From an optimization exercise on the open Yosys and OpenROAD flow, aimed at small area and few clock cycles; shortcuts taken in it are not production practice. In this exercise RTL edits were held to simulation tests only and were not proved equivalent to the original. Power figures rest on the tool's default switching activity, not on a simulated workload.

Setup of v17:
==> flow/design.v (excerpt) <==
module switch_ingress
(
    input  logic        clk,
    input  logic        rst_n,
    input  logic        in0_vld,
    input  logic        in0_sop,
    input  logic        in0_eop,
    input  logic [31:0] in0_data,
    input  logic        in1_vld,
    input  logic        in1_sop,
    input  logic        in1_eop,
    input  logic [31:0] in1_data,
    output logic        in_ready0,
    output logic        in_ready1,
    output logic        out_vld,
    output logic        out_sop,
    output logic        out_eop,
    output logic        out_src,
    output logic [1:0]  out_dest,
    output logic [31:0] out_data,
    input  logic        out_ready
);
    logic [31:0] rd0, rd1, rd;
    logic [1:0]  pr0, pr1;
    logic [4:0]  ln0, ln1;
    logic [2:0]  lowcnt;
    logic        pmode, prio1;
    logic        av0, av1;
    logic        busy, src, insop, last, ready_q;
    logic [4:0]  rem;
    logic [1:0]  dest_q;
    logic        pick1, start, cur, xfer;
    in_port port0 (
        .clk      (clk),
        .rst_n    (rst_n),
        .vld      (in0_vld),
        .sop      (in0_sop),
        .eop      (in0_eop),
        .data     (in0_data),
        .in_ready (in_ready0),
        .rd_sel   (~cur & ~out_sop),
        .dsc_sel  (~cur & out_sop),
        .rd_data  (rd0),
        .dsc_prio (pr0),
        .dsc_len  (ln0),
        .avail    (av0),
        .rd_adv   (xfer & ~cur & ~out_sop),
        .rd_pkt   (xfer & ~cur & out_sop)
    );
    in_port port1 (
        .clk      (clk),
        .rst_n    (rst_n),
        .vld      (in1_vld),
        .sop      (in1_sop),
        .eop      (in1_eop),
        .data     (in1_data),
        .in_ready (in_ready1),
        .rd_sel   (cur & ~out_sop),
        .dsc_sel  (cur & out_sop),
        .rd_data  (rd1),
        .dsc_prio (pr1),
        .dsc_len  (ln1),
        .avail    (av1),
        .rd_adv   (xfer & cur & ~out_sop),
        .rd_pkt   (xfer & cur & out_sop)
    );
    assign prio1 = (pr1 > pr0) | ((pr1 == pr0) & ~last);
    assign pick1 = av1 & (~av0 | (pmode ? prio1 :
                                  ((ln1 < ln0) | ((ln1 == ln0) & prio1))));
    assign start = ~busy & (av0 | av1) & ready_q;
    assign cur   = busy ? src : pick1;
    assign rd    = rd0 | rd1;
    assign out_vld  = busy | start;
    assign out_sop  = ~busy | insop;
  ...
Settings: LEC_CHECK=0, CAP_MARGIN=20, CORE_MARGIN=2, CORE_UTILIZATION=60, PLACE_DENSITY=0.8, SLEW_MARGIN=20; clock period 7.5 ns.
standard.sh (not shown) runs the stock make flow with config.mk's settings and CLKGATE_MAP_FILE= SYNTH_SCRIPT=/design/flow/synth_recipe.tcl, a recipe that flattens the netlist after the stock synthesis.
==> flow/flow/run.sh <==
#!/bin/bash
set -euo pipefail
export BUFFER_PORTS_ARGS="-buffer_cell sky130_fd_sc_hd__buf_2"
export CTS_ARGS="-sink_clustering_enable -repair_clock_nets -dont_use_dummy_load -sink_clustering_size 32 -sink_clustering_max_diameter 80"
bash standard.sh > standard_flow.log 2>&1
The flow did not stop early for v17: all stages ran, and the layout cleared the timing, design-rule and antenna checks.
Testbench counts of v17, summed over its fixed seeds: cycles 15,698.
Inputs modified between v17 and v26:
Settings: CORE_UTILIZATION: 60 -> 40; PLACE_DENSITY: 0.8 -> 0.6.
==> flow/flow/run.sh <==
#!/bin/bash
set -euo pipefail
export BUFFER_PORTS_ARGS="-buffer_cell sky130_fd_sc_hd__buf_4"
export CTS_ARGS="-sink_clustering_enable -repair_clock_nets -dont_use_dummy_load -sink_clustering_size 24 -sink_clustering_max_diameter 120"
bash standard.sh > standard_flow.log 2>&1
[summary]
Having completed the whole flow, v26 delivered a layout that passed the timing, design-rule and antenna checks. Across both runs, peak fanout along the critical path was lower for v26 than for v17. In v26, the highest clock frequency the design can meet came out about 2.1% below the value in v17. On power share of the clock group, the higher figure sits with v26, not v17. v26 vs. v17: H-tree depth has remained practically unchanged, number of cells in the design after placement went up 527, routed wire length grew by 7.4%, global routing usage on met1 saw a decrease. The number of well taps in v26 is 1.5 times that in v17. In the reports for v26 and v17, the larger minimum period implied by the final worst setup slack belongs to v26.
Input changes introduced in v48 (baseline for comparison: v26):
==> flow/flow/run.sh <==
#!/bin/bash
set -euo pipefail
export BUFFER_PORTS_ARGS="-buffer_cell sky130_fd_sc_hd__buf_2"
export CTS_ARGS="-sink_clustering_enable -repair_clock_nets -dont_use_dummy_load -sink_clustering_size 24 -sink_clustering_max_diameter 120"
bash standard.sh > standard_flow.log 2>&1
--- outcome ---
- The core of v48 is less densely filled than that of v26.
- Delta (v48 minus v26): post-place instance area decreased about 0.5%, sequential cell area share increased 0.40 points, total power per unit cell area increased about 0.6%.

## port drivers added, routing unchanged
The results above use ideal ports. As a check the final layouts listed here were re-extracted and re-timed, cells and wires unchanged. Step 1: set_driving_cell puts a clkbuf_16 on clk and a buf_2 on each other input, an assumption about the parent block. Step 2 adds t to the input delays and takes it off the output delays; t is the mean of the earliest and latest rising clock arrival at the registers after step 1. Input paths then give back, and output paths get back, about the clock's delay inside the block. Slacks: ideal / step 1 / step 2; pairs: ideal / step 1.
| run | t (ns) | setup WS [ns] | latest minus earliest clock arrival (ns) | slew at the worst register clock pin (ns) | worst data-port slew with drivers (ns) |
|---|---|---|---|---|---|
| v17 | 0.686 | 1.319 / 1.252 / 1.935 | 0.086 / 0.087 | 0.12 / 0.12 | 0.09 |
| v26 | 0.714 | 1.185 / 1.117 / 1.831 | 0.028 / 0.028 | 0.11 / 0.11 | 0.10 |
| v48 | 0.714 | 1.126 / 1.058 / 1.771 | 0.055 / 0.055 | 0.11 / 0.11 | 0.10 |
After both steps setup and hold are still met in every run listed.
